Context: an optimization exercise on an open-source flow, tuned for small area, a short achievable clock period and few clock cycles per item. The choices shown serve that exercise and are no tape-out recipe.
Function was checked by simulation only, so behaviour that the tests miss may differ from the original.
No activity file was given, so power comes from the tool's default toggle rates.

==> v17: inputs <==
==> flow/design.v (excerpt) <==
module polyline_stroke_extrude_unit (
  input  wire logic                           clk,
  input  wire logic                           rst,
  input  wire logic                           s_axis_tvalid,
  output logic                                s_axis_tready,
  input  wire logic [pse_pkg::InDataW-1:0]    s_axis_tdata,
  input  wire logic                           s_axis_tlast,
  output logic                                m_axis_tvalid,
  input  wire logic                           m_axis_tready,
  output logic [pse_pkg::OutDataW-1:0]        m_axis_tdata,
  output logic                                m_axis_tlast,
  input  wire logic                           cfg_we,
  input  wire logic                           cfg_index,
  input  wire logic [31:0]                    cfg_data
);
  logic [31:0] stroke_width, stroke_color;
  always_ff @(posedge clk) begin
    if (rst) begin
      stroke_width <= pse_pkg::WidthReset;
      stroke_color <= pse_pkg::ColorReset;
    end else if (cfg_we) begin
      if (cfg_index == pse_pkg::CfgWidth) stroke_width <= cfg_data;
      else stroke_color <= cfg_data;
    end
  end
  logic [4:0] w_top;
  logic       w_nz, w_next;
  always_comb begin
    w_top = 5'd0;
  ...
Settings: LEC_CHECK=0, CAP_MARGIN=20, CORE_MARGIN=2, CORE_UTILIZATION=45, CTS_BUF_LIST=sky130_fd_sc_hd__clkbuf_8, SETUP_SLACK_MARGIN=5, SLEW_MARGIN=20; clock period 11.0 ns.
run.sh (not shown) runs the stock make flow with config.mk's settings and CLKGATE_MAP_FILE= SYNTH_SCRIPT=/design/flow/synth_recipe.tcl, a recipe that flattens the netlist after the stock synthesis.
==> v22 (differences from v17) <==
--- a/flow/design.v
+++ b/flow/design.v
@@ -461,28 +461,24 @@
   logic        xfer;
   assign xfer = ovalid && m_axis_tready;
   for (genvar u = 0; u < 2; u++) begin : g_div
     pse_div u_div (
       .clk, .rst,
       .take(q_take && (q_sel == 1'(u))), .can_take(u_can[u]),
       .in_ax(qax), .in_az(qaz), .in_sx(q_sx), .in_sz(q_sz), .in_tl(q_tl),
-      .in_bx(qbx), .in_bh(qbh), .in_bz(qbz), .in_len(q_len),
+      .in_bx(qbx), .in_bh(qbh), .in_bz(qbz), .in_len(qroot),
       .stroke_width, .w_top(w_top_q), .w_nz(w_nz_q), .w_next(w_next_q),
       .my_turn(o_sel == 1'(u)), .out_busy(ovalid), .out_ready(m_axis_tready),
       .emit(u_emit[u]), .done(u_done[u]), .e_side(u_side[u]),
       .o_bx(u_bx[u]), .o_bh(u_bh[u]), .o_bz(u_bz[u]),
       .o_qx(u_qx[u]), .o_qz(u_qz[u]), .o_cx(u_cx[u]), .o_cz(u_cz[u]),
       .o_sx(u_sx[u]), .o_sz(u_sz[u]), .o_tl(u_tl[u])
     );
   end
-  logic        q_last;
-  logic [30:0] q_len;
-  assign q_last = (qs == Q_RUN) && (qcnt == 5'd0);
-  assign q_len = (qs == Q_DONE) ? qroot : {qroot[28:0], q_ge1, q_ge2};
-  assign q_take = (q_last || qs == Q_DONE) && u_can[q_sel];
+  assign q_take = (qs == Q_DONE) && u_can[q_sel];
   always_ff @(posedge clk) begin
     if (rst) begin
       q_sel <= 1'b0;
       o_sel <= 1'b0;
     end else begin
       if (q_take) q_sel <= !q_sel;
       if (u_done[o_sel]) o_sel <= !o_sel;
==> flow/config.mk (replaced) <==
export PLATFORM = sky130hd
export DESIGN_NAME = polyline_stroke_extrude_unit
export DESIGN_NICKNAME = polyline_stroke_extrude_unit
export VERILOG_FILES = /design/flow/design.v
export SDC_FILE = /design/flow/constraint.sdc
export NUM_CORES = 4
export LEC_CHECK = 0
export CAP_MARGIN = 20
export CORE_MARGIN = 2
export CORE_UTILIZATION = 55
export PLACE_DENSITY = 0.68
export SETUP_SLACK_MARGIN = 5
export SLEW_MARGIN = 20
==> v13 (differences from v17) <==
==> flow/config.mk (replaced) <==
export PLATFORM = sky130hd
export DESIGN_NAME = polyline_stroke_extrude_unit
export DESIGN_NICKNAME = polyline_stroke_extrude_unit
export VERILOG_FILES = /design/flow/design.v
export SDC_FILE = /design/flow/constraint.sdc
export NUM_CORES = 4
export LEC_CHECK = 0
export CAP_MARGIN = 20
export CORE_MARGIN = 2
export CORE_UTILIZATION = 50
export SETUP_SLACK_MARGIN = 5
export SLEW_MARGIN = 20
==> results_dict.tcl <==
set metrics [dict create \
    status "no timing/DRC/antenna violations" \
    wl_met1_um 132000 \
    dp_slack_ns 2.89 \
    mostFrequentLayoutCells "edfxtp_1 (1184), inv_1 (1086), nand2_1 (969), ha_1 (722), fa_1 (626)" \
    synth_compound_area_share_pct 11.5 \
    p_int_mw 15.1 \
    n_all_buffers 461 \
    clk-power_mw 5.94 \
    n_all_inverters 1098 \
    p_sw_mw 9.56 \
    cp_slowest_cell "a2111o_1" \
    cts_setup_buffers 27 \
    track_usage_pct 31.8 \
    netlist.area_leader.share_pct 33.5 \
    startpoint "g_div[1].u_div.ds[0]" \
    synth.avg_cell_area_um2 10.8 \
    multi_input_gates 6829 \
    multi_input_area_share_pct 49.5 \
    seq_share_pct 35.6 \
    use_met3_pct 6.46 \
]
[end of results for v22]
==> results_dict.tcl <==
set metrics [dict create \
    cts_setup_buffers 80 \
    n_all_buffers 542 \
    use_met3_pct 4.49 \
    multi_input_gates 6938 \
    n_all_inverters 1097 \
    synth_compound_area_share_pct 11.8 \
    netlist.area_leader.share_pct 33.5 \
    multi_input_area_share_pct 49.1 \
    status "no timing/DRC/antenna violations" \
    synth.avg_cell_area_um2 10.6 \
    p_sw_mw 10.7 \
    mostFrequentLayoutCells "edfxtp_1 (1184), inv_1 (1168), nand2_1 (1066), ha_1 (720), fa_1 (619)" \
]
[end of results for v17]
==> results_dict.tcl <==
set metrics [dict create \
    use_met3_pct 4.57 \
    mostFrequentLayoutCells "edfxtp_1 (1184), inv_1 (1081), nand2_1 (1063), ha_1 (721), fa_1 (620)" \
    dp_slack_ns 2.84 \
    synth_compound_area_share_pct 11.8 \
    n_all_buffers 556 \
    n_all_inverters 1097 \
    multi_input_area_share_pct 48.9 \
    cp_slowest_cell "or3_4" \
    seq_share_pct 35.0 \
    track_usage_pct 29.5 \
    status "no timing/DRC/antenna violations" \
    clk-power_mw 6.20 \
    p_sw_mw 10.8 \
    cts_setup_buffers 77 \
    multi_input_gates 6939 \
    startpoint "qcnt[1]" \
    p_int_mw 16.2 \
]
[end of results for v13]
Testbench counts of v17, summed over its fixed seeds: cycles 25,596, points 1,920.
Testbench counts of v22, summed over its fixed seeds: cycles 27,188, points 1,920.
Testbench counts of v13, summed over its fixed seeds: cycles 25,596, points 1,920.

---

==> willow: inputs <==
==> flow/design.v <==
`timescale 1ns / 1ps
`default_nettype none
package pse_pkg;
  localparam int InDataW = 96;
  localparam int OutDataW = 136;
  localparam logic CfgWidth = 1'b0;
  localparam logic CfgColor = 1'b1;
  localparam logic [31:0] WidthReset = 32'h0001_0000;
  localparam logic [31:0] ColorReset = 32'hFFFF_FFFF;
  typedef struct packed {
    logic load_in;      
    logic start_a;      
    logic start_b;      
    logic shift_hist;   
  } pse_cmd_t;
  typedef struct packed {
    logic busy;
    logic done;
    logic nonzero;
    logic same_pt;      
  } pse_sts_t;
endpackage
`default_nettype wire
`timescale 1ns / 1ps
`default_nettype none
module polyline_stroke_extrude_unit (
  input  wire logic                           clk,
  input  wire logic                           rst,
  input  wire logic                           s_axis_tvalid,
  output logic                                s_axis_tready,
  input  wire logic [pse_pkg::InDataW-1:0]    s_axis_tdata,
  input  wire logic                           s_axis_tlast,
  output logic                                m_axis_tvalid,
  input  wire logic                           m_axis_tready,
  output logic [pse_pkg::OutDataW-1:0]        m_axis_tdata,
  output logic                                m_axis_tlast,
  input  wire logic                           cfg_we,
  input  wire logic                           cfg_index,
  input  wire logic [31:0]                    cfg_data
);
  logic [31:0] stroke_width, stroke_color;
  always_ff @(posedge clk) begin
    if (rst) begin
      stroke_width <= pse_pkg::WidthReset;
      stroke_color <= pse_pkg::ColorReset;
    end else if (cfg_we) begin
      if (cfg_index == pse_pkg::CfgWidth) stroke_width <= cfg_data;
      else stroke_color <= cfg_data;
    end
  end
  logic [4:0] w_top;
  logic       w_nz, w_next;
  always_comb begin
    w_top = 5'd0;
    for (int i = 1; i < 32; i++) if (stroke_width[i]) w_top = 5'(i);
  end
  logic [4:0] w_top_q;
  logic       w_nz_q, w_next_q;
  always_ff @(posedge clk) begin
    w_top_q  <= w_top;
    w_nz_q   <= |stroke_width;
    w_next_q <= stroke_width[w_top - 5'd1];
  end
  logic [1:0]  npts;      
  logic        pend_b;    
  logic        rdy;
  logic [31:0] hx, hh, hz, px, pz;
  localparam logic [2:0] N_IDLE = 3'd0, N_SUB = 3'd1, N_ABS = 3'd2,
                         N_LZC = 3'd3, N_NORM = 3'd4, N_SQ = 3'd5,
                         N_DONE = 3'd6;
  localparam logic [1:0] Q_IDLE = 2'd0, Q_RUN = 2'd1, Q_DONE = 2'd2;
  localparam logic [2:0] D_IDLE = 3'd0, D_STEP = 3'd1, D_FIN = 3'd2,
                         D_E0 = 3'd3, D_E1 = 3'd4,
                         D_E2 = 3'd5;
  logic [2:0] ns;
  logic [1:0] qs;
  logic [2:0] ds;
  logic q_take, n_take, n_free;
  assign q_take = (qs == Q_DONE) && (ds == D_IDLE);
  assign n_take = (ns == N_DONE) && ((qs == Q_IDLE) || q_take);
  assign n_free = (ns == N_IDLE) || n_take;
  logic acc, load_a, load_b;
  assign acc    = s_axis_tvalid && rdy;
  assign load_a = s_axis_tvalid && !rdy && (npts != 2'd0) && !pend_b && n_free;
  assign load_b = pend_b && n_free;
  assign s_axis_tready = rdy;
  logic [31:0] in_x, in_h, in_z;
  assign in_x = s_axis_tdata[31:0];
  assign in_h = s_axis_tdata[63:32];
  assign in_z = s_axis_tdata[95:64];
  logic [1:0] npts_nx;
  logic       pend_b_nx;
  always_comb begin
    npts_nx = npts;
    pend_b_nx = pend_b && !load_b;
    if (acc) begin
      if (npts == 2'd0) begin
        if (!s_axis_tlast) npts_nx = 2'd1;
      end else begin
        npts_nx = s_axis_tlast ? 2'd0 : 2'd2;
        pend_b_nx = s_axis_tlast;
      end
    end
  end
  always_ff @(posedge clk) begin
    if (rst) begin
      npts <= 2'd0;
      pend_b <= 1'b0;
      rdy <= 1'b1;
    end else begin
      npts <= npts_nx;
      pend_b <= pend_b_nx;
      rdy <= load_a || (npts_nx == 2'd0 && !pend_b_nx);
    end
  end
  always_ff @(posedge clk) begin
    if (acc && (npts != 2'd0 || !s_axis_tlast)) begin
      hx <= in_x;
      hh <= in_h;
      hz <= in_z;
      if (npts != 2'd0) begin
        px <= hx;
        pz <= hz;
      end
    end
  end
  logic               n_jb, n_yh, n_tl, n_sx, n_sz, n_bx, n_bz;
  logic signed [32:0] nx, nz;
  logic [31:0]        nbx, nbh, nbz;
  logic [4:0]         n_msb, ncnt;
  logic [60:0]        nacc;
  logic [31:0] n_y_x, n_y_z;
  assign n_y_x = (n_jb || !n_yh) ? px : hx;
  assign n_y_z = (n_jb || !n_yh) ? pz : hz;
  logic [31:0] n_m;
  logic [4:0]  n_msb_c;
  assign n_m = nx[31:0] | nz[31:0];
  always_comb begin
    n_msb_c = 5'd0;
    for (int i = 1; i < 32; i++) if (n_m[i]) n_msb_c = 5'(i);
  end
  logic [60:0] n_ext_x, n_ext_z;
  assign n_ext_x = {nx[31:0], 29'd0} >> n_msb;
  assign n_ext_z = {nz[31:0], 29'd0} >> n_msb;
  logic [31:0] n_sum, n_o1, n_o2, n_o3, n_cs, n_cc;
  assign n_o1 = 32'(nacc[60:30]);
  assign n_o2 = n_bx ? 32'(nx[29:0]) : 32'd0;
  assign n_o3 = n_bz ? 32'(nz[29:0]) : 32'd0;
  assign n_cs = n_o1 ^ n_o2 ^ n_o3;
  assign n_cc = {((n_o1[30:0] & n_o2[30:0]) | (n_o1[30:0] & n_o3[30:0]) | (n_o2[30:0] & n_o3[30:0])), 1'b0};
  assign n_sum = n_cs + n_cc;
  always_ff @(posedge clk) begin
    if (rst) begin
      ns <= N_IDLE;
    end else begin
      case (ns)
        N_IDLE, N_DONE: begin
          if (ns == N_IDLE || n_take) ns <= N_IDLE;
          if (load_a || load_b) ns <= N_SUB;
        end
        N_SUB: ns <= N_ABS;
        N_ABS: ns <= (nx == 33'sd0 && nz == 33'sd0) ? N_IDLE : N_LZC;
        N_LZC: ns <= N_NORM;
        N_NORM: ns <= N_SQ;
        N_SQ: if (ncnt == 5'd29) ns <= N_DONE;
        default: ns <= N_IDLE;
      endcase
    end
  end
  always_ff @(posedge clk) begin
    case (ns)
      N_SUB: begin
        nx <= nx - {n_y_x[31], n_y_x};
        nz <= nz - {n_y_z[31], n_y_z};
        nbx <= hx;
        nbh <= hh;
        nbz <= hz;
        n_tl <= n_jb || !s_axis_tlast || (nx[31:0] == hx && nz[31:0] == hz);
      end
      N_ABS: begin
        n_sx <= nx[32];
        n_sz <= nz[32];
        nx <= nx[32] ? -nx : nx;
        nz <= nz[32] ? -nz : nz;
      end
      N_LZC: n_msb <= n_msb_c;
      N_NORM: begin
        nx <= 33'(n_ext_x[29:0]);
        nz <= 33'(n_ext_z[29:0]);
        nacc <= '0;
        if (n_msb < 5'd29) begin
          ncnt <= 5'd29 - n_msb;
          n_bx <= nx[0];
          n_bz <= nz[0];
        end else begin
          ncnt <= 5'd0;
          n_bx <= nx[n_msb - 5'd29];
          n_bz <= nz[n_msb - 5'd29];
        end
      end
      N_SQ: begin
        nacc <= {n_sum, nacc[29:1]};
        ncnt <= ncnt + 5'd1;
        n_bx <= nx[ncnt + 5'd1];
        n_bz <= nz[ncnt + 5'd1];
      end
      default: ;
    endcase
    if (load_a) begin
      nx <= {in_x[31], in_x};
      nz <= {in_z[31], in_z};
      n_jb <= 1'b0;
      n_yh <= (npts == 2'd1);
    end else if (load_b) begin
      nx <= {hx[31], hx};
      nz <= {hz[31], hz};
      n_jb <= 1'b1;
    end
  end
  logic [29:0] qax, qaz;
  logic        q_sx, q_sz, q_tl;
  logic [31:0] qbx, qbh, qbz;
  logic [61:0] qs_r;
  logic [31:0] qrem;
  logic [30:0] qroot;
  logic [4:0]  qcnt;
  logic [36:0] q_x4, q_b, q_c, q_cs, q_cc, q_d1, q_da, q_db;
  logic        q_ge1, q_ge2;
  logic [31:0] q_rem_nx;
  assign q_x4 = 37'({qrem, qs_r[61:58]});
  assign q_d1 = 37'({qrem, qs_r[61:60]}) - 37'({qroot, 2'b01});
  assign q_b  = ~(37'({qroot, 4'b0000}));
  assign q_c  = ~(37'({qroot, 3'b111}));
  assign q_cs = q_x4 ^ q_b ^ q_c;
  assign q_cc = {((q_x4[35:0] & q_b[35:0]) | (q_x4[35:0] & q_c[35:0]) |
                  (q_b[35:0] & q_c[35:0])), 1'b0};
  assign q_da = q_cs + q_cc;
  assign q_db = q_x4 - 37'({qroot, 3'b001});
  assign q_ge1 = !q_d1[36];
  assign q_ge2 = q_ge1 ? !q_da[36] : !q_db[36];
  always_comb begin
    if (q_ge1) q_rem_nx = q_ge2 ? q_da[31:0] : {q_d1[29:0], qs_r[59:58]};
    else       q_rem_nx = q_ge2 ? q_db[31:0] : q_x4[31:0];
  end
  always_ff @(posedge clk) begin
    if (rst) begin
      qs <= Q_IDLE;
    end else begin
      if (n_take) qs <= Q_RUN;
      else if (q_take) qs <= Q_IDLE;
      else if (qs == Q_RUN && qcnt == 5'd0) qs <= Q_DONE;
    end
  end
  always_ff @(posedge clk) begin
    if (n_take) begin
      qax <= nx[29:0];
      qaz <= nz[29:0];
      q_sx <= n_sx;
      q_sz <= n_sz;
      q_tl <= n_tl;
      qbx <= nbx;
      qbh <= nbh;
      qbz <= nbz;
      qroot <= 31'(nacc[60]);
    end else if (qs == Q_RUN) begin
      qroot <= {qroot[28:0], q_ge1, q_ge2};
    end
    if (n_take) begin
      qs_r <= {nacc[59:0], 2'b00};
      qrem <= '0;
      qcnt <= 5'd14;
    end else begin
      qs_r <= {qs_r[57:0], 4'b0000};
      qrem <= q_rem_nx;
      qcnt <= qcnt - 5'd1;
    end
  end
  logic [29:0] dax, daz;
  logic        d_sx, d_sz, d_tl, d_w, dcx, dcz;
  logic [31:0] dbx, dbh, dbz;
  logic [30:0] dlen;
  logic [31:0] drx, drz, dqx, dqz;
  logic [4:0]  di;
  function automatic logic [64:0] div_step(logic [31:0] r, logic [31:0] q,
                                           logic [29:0] a, logic w,
                                           logic [30:0] len);
    logic [33:0] r2, aw, n1, n2, s1, c1, s2, c2, x, t1, t2;
    logic [31:0] rn, qn;
    r2 = {1'b0, r, 1'b0};
    aw = w ? 34'(a) : 34'd0;
    n1 = ~{2'b00, len, 1'b0};
    n2 = ~{1'b0, len, 2'b00};
    s1 = r2 ^ aw ^ n1;
    c1 = {((r2[32:0] & aw[32:0]) | (r2[32:0] & n1[32:0]) | (aw[32:0] & n1[32:0])), 1'b1};
    s2 = r2 ^ aw ^ n2;
    c2 = {((r2[32:0] & aw[32:0]) | (r2[32:0] & n2[32:0]) | (aw[32:0] & n2[32:0])), 1'b1};
    x  = r2 + aw;
    t1 = s1 + c1;
    t2 = s2 + c2;
    if (!t2[33]) begin
      rn = t2[31:0];
      qn = {q[30:0] + 31'd1, 1'b0};
    end else if (!t1[33]) begin
      rn = t1[31:0];
      qn = {q[30:0], 1'b1};
    end else begin
      rn = x[31:0];
      qn = {q[30:0], 1'b0};
    end
    div_step = {1'b0, rn, qn};
  endfunction
  logic [64:0] dsx, dsz;
  assign dsx = div_step(drx, dqx, dax, d_w, dlen);
  assign dsz = div_step(drz, dqz, daz, d_w, dlen);
  function automatic logic [31:0] vert(logic [31:0] b, logic [31:0] q,
                                       logic c, logic add);
    logic [33:0] v;
    v = {{2{b[31]}}, b} + (add ? {2'b00, q} : ~{2'b00, q})
        + 34'(add ? c : !c);
    if (v[33] != v[31] || v[32] != v[31]) vert = v[33] ? 32'h8000_0000 : 32'h7FFF_FFFF;
    else vert = v[31:0];
  endfunction
  logic [31:0] ovx, ovz;
  logic        ovalid, oside, olast;
  logic        xfer;
  assign xfer = ovalid && m_axis_tready;
  logic e_load, e_side;
  assign e_load = (ds == D_E0 && !ovalid) || (ds == D_E1 && m_axis_tready);
  assign e_side = (ds == D_E1);
  always_ff @(posedge clk) begin
    if (rst) begin
      ds <= D_IDLE;
    end else begin
      case (ds)
        D_IDLE: if (q_take) ds <= (w_top_q == 5'd0) ? D_FIN : D_STEP;
        D_STEP: if (di == 5'd0) ds <= D_FIN;
        D_FIN:  ds <= D_E0;
        D_E0:   if (!ovalid) ds <= D_E1;
        D_E1:   if (m_axis_tready) ds <= D_E2;
        D_E2:   if (m_axis_tready) ds <= D_IDLE;
        default: ds <= D_IDLE;
      endcase
    end
  end
  always_ff @(posedge clk) begin
    if (q_take) begin
      dax <= qax;
      daz <= qaz;
      d_sx <= q_sx;
      d_sz <= q_sz;
      d_tl <= q_tl;
      dbx <= qbx;
      dbh <= qbh;
      dbz <= qbz;
      dlen <= qroot;
      drx <= w_nz_q ? 32'(qax) : 32'd0;
      drz <= w_nz_q ? 32'(qaz) : 32'd0;
      dqx <= '0;
      dqz <= '0;
      di <= w_top_q - 5'd1;
    end else if (ds == D_STEP) begin
      drx <= dsx[63:32];
      dqx <= dsx[31:0];
      drz <= dsz[63:32];
      dqz <= dsz[31:0];
      di <= di - 5'd1;
    end
    d_w <= q_take ? w_next_q : stroke_width[di - 5'd1];
    if (ds == D_FIN) begin
      dcx <= (drx >= 32'(dlen));
      dcz <= (drz >= 32'(dlen));
    end
  end
  always_ff @(posedge clk) begin
    if (rst) begin
      ovalid <= 1'b0;
    end else begin
      if (e_load) ovalid <= 1'b1;
      else if (xfer) ovalid <= 1'b0;
    end
  end
  always_ff @(posedge clk) begin
    if (e_load) begin
      ovx <= vert(dbx, dqz, dcz, d_sz ^ e_side);
      ovz <= vert(dbz, dqx, dcx, !d_sx ^ e_side);
      oside <= e_side;
      olast <= e_side && d_tl;
    end
  end
  assign m_axis_tvalid = ovalid;
  assign m_axis_tlast = olast;
  assign m_axis_tdata = {7'd0, stroke_color, oside, ovz, dbh, ovx};
endmodule
`default_nettype wire
==> flow/run.sh <==
#!/bin/bash
# synth_recipe.tcl (not shown) runs the flow's synth.tcl, then flattens the netlist and writes it again
# the make line also repeats each setting of config.mk as NAME=value (left out here)
make -C /OpenROAD-flow-scripts/flow DESIGN_CONFIG=/design/flow/config.mk WORK_HOME=/design/flow/orfs CLKGATE_MAP_FILE= SYNTH_SCRIPT=/design/flow/synth_recipe.tcl finish
==> flow/config.mk <==
export PLATFORM = sky130hd
export DESIGN_NAME = polyline_stroke_extrude_unit
export DESIGN_NICKNAME = polyline_stroke_extrude_unit
export VERILOG_FILES = /design/flow/design.v
export SDC_FILE = /design/flow/constraint.sdc
export NUM_CORES = 4
export LEC_CHECK = 0
export CAP_MARGIN = 20
export CORE_MARGIN = 2
export CORE_UTILIZATION = 40
export SETUP_SLACK_MARGIN = 5
export SLEW_MARGIN = 20
==> flow/constraint.sdc <==
create_clock -name core_clock -period 11.0 [get_ports {clk}]
set_input_delay 2.2000 -clock core_clock [delete_from_list [all_inputs] [get_ports {clk}]]
set_output_delay 2.2000 -clock core_clock [all_outputs]
set_load 0.01 [all_outputs]
==> yarrow: changes against willow <==
--- a/flow/design.v
+++ b/flow/design.v
@@ -71,6 +71,5 @@
   localparam logic [1:0] Q_IDLE = 2'd0, Q_RUN = 2'd1, Q_DONE = 2'd2;
   localparam logic [2:0] D_IDLE = 3'd0, D_STEP = 3'd1, D_FIN = 3'd2,
-                         D_E0 = 3'd3, D_E1 = 3'd4,
-                         D_E2 = 3'd5;
+                         D_E0 = 3'd3, D_E1 = 3'd4;
   logic [2:0] ns;
   logic [1:0] qs;
@@ -143,11 +142,7 @@
   assign n_ext_x = {nx[31:0], 29'd0} >> n_msb;
   assign n_ext_z = {nz[31:0], 29'd0} >> n_msb;
-  logic [31:0] n_sum, n_o1, n_o2, n_o3, n_cs, n_cc;
-  assign n_o1 = 32'(nacc[60:30]);
-  assign n_o2 = n_bx ? 32'(nx[29:0]) : 32'd0;
-  assign n_o3 = n_bz ? 32'(nz[29:0]) : 32'd0;
-  assign n_cs = n_o1 ^ n_o2 ^ n_o3;
-  assign n_cc = {((n_o1[30:0] & n_o2[30:0]) | (n_o1[30:0] & n_o3[30:0]) | (n_o2[30:0] & n_o3[30:0])), 1'b0};
-  assign n_sum = n_cs + n_cc;
+  logic [31:0] n_sum;
+  assign n_sum = 32'(nacc[60:30]) + (n_bx ? 32'(nx[29:0]) : 32'd0)
+                                  + (n_bz ? 32'(nz[29:0]) : 32'd0);
   always_ff @(posedge clk) begin
     if (rst) begin
@@ -225,22 +220,10 @@
   logic [30:0] qroot;
   logic [4:0]  qcnt;
-  logic [36:0] q_x4, q_b, q_c, q_cs, q_cc, q_d1, q_da, q_db;
-  logic        q_ge1, q_ge2;
-  logic [31:0] q_rem_nx;
-  assign q_x4 = 37'({qrem, qs_r[61:58]});
-  assign q_d1 = 37'({qrem, qs_r[61:60]}) - 37'({qroot, 2'b01});
-  assign q_b  = ~(37'({qroot, 4'b0000}));
-  assign q_c  = ~(37'({qroot, 3'b111}));
-  assign q_cs = q_x4 ^ q_b ^ q_c;
-  assign q_cc = {((q_x4[35:0] & q_b[35:0]) | (q_x4[35:0] & q_c[35:0]) |
-                  (q_b[35:0] & q_c[35:0])), 1'b0};
-  assign q_da = q_cs + q_cc;
-  assign q_db = q_x4 - 37'({qroot, 3'b001});
-  assign q_ge1 = !q_d1[36];
-  assign q_ge2 = q_ge1 ? !q_da[36] : !q_db[36];
-  always_comb begin
-    if (q_ge1) q_rem_nx = q_ge2 ? q_da[31:0] : {q_d1[29:0], qs_r[59:58]};
-    else       q_rem_nx = q_ge2 ? q_db[31:0] : q_x4[31:0];
-  end
+  logic [33:0] q_sh, q_trial, q_diff;
+  logic        q_ge;
+  assign q_sh = {qrem, qs_r[61:60]};
+  assign q_trial = {1'b0, qroot, 2'b01};
+  assign q_diff = q_sh - q_trial;
+  assign q_ge = !q_diff[33];
   always_ff @(posedge clk) begin
     if (rst) begin
@@ -262,15 +245,12 @@
       qbh <= nbh;
       qbz <= nbz;
-      qroot <= 31'(nacc[60]);
-    end else if (qs == Q_RUN) begin
-      qroot <= {qroot[28:0], q_ge1, q_ge2};
-    end
-    if (n_take) begin
       qs_r <= {nacc[59:0], 2'b00};
+      qroot <= 31'(nacc[60]);
       qrem <= '0;
-      qcnt <= 5'd14;
-    end else begin
-      qs_r <= {qs_r[57:0], 4'b0000};
-      qrem <= q_rem_nx;
+      qcnt <= 5'd29;
+    end else if (qs == Q_RUN) begin
+      qs_r <= {qs_r[59:0], 2'b00};
+      qroot <= {qroot[29:0], q_ge};
+      qrem <= q_ge ? q_diff[31:0] : q_sh[31:0];
       qcnt <= qcnt - 5'd1;
     end
@@ -285,17 +265,9 @@
                                            logic [29:0] a, logic w,
                                            logic [30:0] len);
-    logic [33:0] r2, aw, n1, n2, s1, c1, s2, c2, x, t1, t2;
+    logic [33:0] x, t1, t2;
     logic [31:0] rn, qn;
-    r2 = {1'b0, r, 1'b0};
-    aw = w ? 34'(a) : 34'd0;
-    n1 = ~{2'b00, len, 1'b0};
-    n2 = ~{1'b0, len, 2'b00};
-    s1 = r2 ^ aw ^ n1;
-    c1 = {((r2[32:0] & aw[32:0]) | (r2[32:0] & n1[32:0]) | (aw[32:0] & n1[32:0])), 1'b1};
-    s2 = r2 ^ aw ^ n2;
-    c2 = {((r2[32:0] & aw[32:0]) | (r2[32:0] & n2[32:0]) | (aw[32:0] & n2[32:0])), 1'b1};
-    x  = r2 + aw;
-    t1 = s1 + c1;
-    t2 = s2 + c2;
+    x  = {1'b0, r, 1'b0} + (w ? 34'(a) : 34'd0);
+    t1 = x - {2'b00, len, 1'b0};
+    t2 = x - {1'b0, len, 2'b00};
     if (!t2[33]) begin
       rn = t2[31:0];
@@ -321,5 +293,5 @@
     else vert = v[31:0];
   endfunction
-  logic [31:0] ovx, ovz;
+  logic [31:0] ovx, ovh, ovz;
   logic        ovalid, oside, olast;
   logic        xfer;
@@ -337,6 +309,5 @@
         D_FIN:  ds <= D_E0;
         D_E0:   if (!ovalid) ds <= D_E1;
-        D_E1:   if (m_axis_tready) ds <= D_E2;
-        D_E2:   if (m_axis_tready) ds <= D_IDLE;
+        D_E1:   if (m_axis_tready) ds <= D_IDLE;
         default: ds <= D_IDLE;
       endcase
@@ -359,4 +330,5 @@
       dqz <= '0;
       di <= w_top_q - 5'd1;
+      d_w <= w_next_q;
     end else if (ds == D_STEP) begin
       drx <= dsx[63:32];
@@ -365,6 +337,6 @@
       dqz <= dsz[31:0];
       di <= di - 5'd1;
+      d_w <= stroke_width[di - 5'd1];
     end
-    d_w <= q_take ? w_next_q : stroke_width[di - 5'd1];
     if (ds == D_FIN) begin
       dcx <= (drx >= 32'(dlen));
@@ -384,4 +356,5 @@
       ovx <= vert(dbx, dqz, dcz, d_sz ^ e_side);
       ovz <= vert(dbz, dqx, dcx, !d_sx ^ e_side);
+      ovh <= dbh;
       oside <= e_side;
       olast <= e_side && d_tl;
@@ -390,5 +363,5 @@
   assign m_axis_tvalid = ovalid;
   assign m_axis_tlast = olast;
-  assign m_axis_tdata = {7'd0, stroke_color, oside, ovz, dbh, ovx};
+  assign m_axis_tdata = {7'd0, stroke_color, oside, ovz, ovh, ovx};
 endmodule
 `default_nettype wire
--- a/flow/config.mk
+++ b/flow/config.mk
@@ -9,4 +9,3 @@
 export CORE_MARGIN = 2
 export CORE_UTILIZATION = 40
-export SETUP_SLACK_MARGIN = 5
 export SLEW_MARGIN = 20
==> qor summary <==
| quantity | yarrow | willow |
|---|---|---|
| Run status | no timing/DRC/antenna violations | no timing/DRC/antenna violations |
| Post-detailed-route wirelength per cell | 24.8 um | 23.4 um |
| Flop pwr share | 42.5% | 29.9% |
| Seq group | 0.00526 W | 0.00570 W |
| Flop-to-flop setup slack | 3410 ps | 5180 ps |
| Dpl cells | 9456 | 10700 |
| Seq/total area | 40.6% | 35.8% |
| End of the worst hold path | dbh[3]$_DFFE_PP_ | nbh[27]$_DFFE_PP_ |
| Number of cells in the finished layout apart from fillers | 9722 | 11000 |
| Synthesized instance count | 7029 | 8031 |
| Number of antenna violations at the first check in global routing | 30 | 16 |
| Final critical-path required period | 7590 ps | 5820 ps |
| Sequential cell area in the final layout | 0.0337 mm^2 | 0.0322 mm^2 |
| Met2 wire length | 108000 um | 112000 um |
| Synth Area in Simple Gates | 12.8% | 13.3% |
| Core Rows | 156 | 163 |
| Peak supply drop | 0.000132 V | 0.000129 V |
| Internal Pwr Total | 0.00879 W | 0.0115 W |
Testbench counts of willow, summed over its fixed seeds: cycles 49,978, points 1,920.
Testbench counts of yarrow, summed over its fixed seeds: cycles 59,894, points 1,920.

-- port drivers added, routing unchanged --
No port has a modelled driver above. Below, the same layouts with a new extraction and two added sets of constraints. Step 1 (the two cells are an assumption about what drives the block):
set clk [get_ports {clk}]
set_driving_cell -lib_cell sky130_fd_sc_hd__clkbuf_16 $clk
set_driving_cell -lib_cell sky130_fd_sc_hd__buf_2 [delete_from_list [all_inputs] $clk]
Step 2 times the ports against the registers' clock, not the clock port: input delays grow and output delays shrink by t, the midpoint of the rising clock arrivals with the driver on. Three values: ideal ports, drivers, drivers and shift; two values: the first two.
run	shift t [ns]	setup WS [ns]	worst setup path after step 2	clock arrival spread, ns
v17	1.091	4.808 / 4.808 / 4.339	input to register	0.118 / 0.119
v22	0.935	5.239 / 5.239 / 4.690	input to register	0.056 / 0.057
v13	0.917	4.966 / 4.966 / 4.428	input to register	0.075 / 0.074
willow	0.879	5.182 / 5.182 / 4.927	input to register	0.050 / 0.049
yarrow	0.874	3.407 / 3.407 / 3.407	register to register	0.057 / 0.058
After both steps every run listed still meets setup and hold. For v22, which loses most, drivers alone change the setup slack by 0.000 ns; drivers and shift together by -0.549 ns.
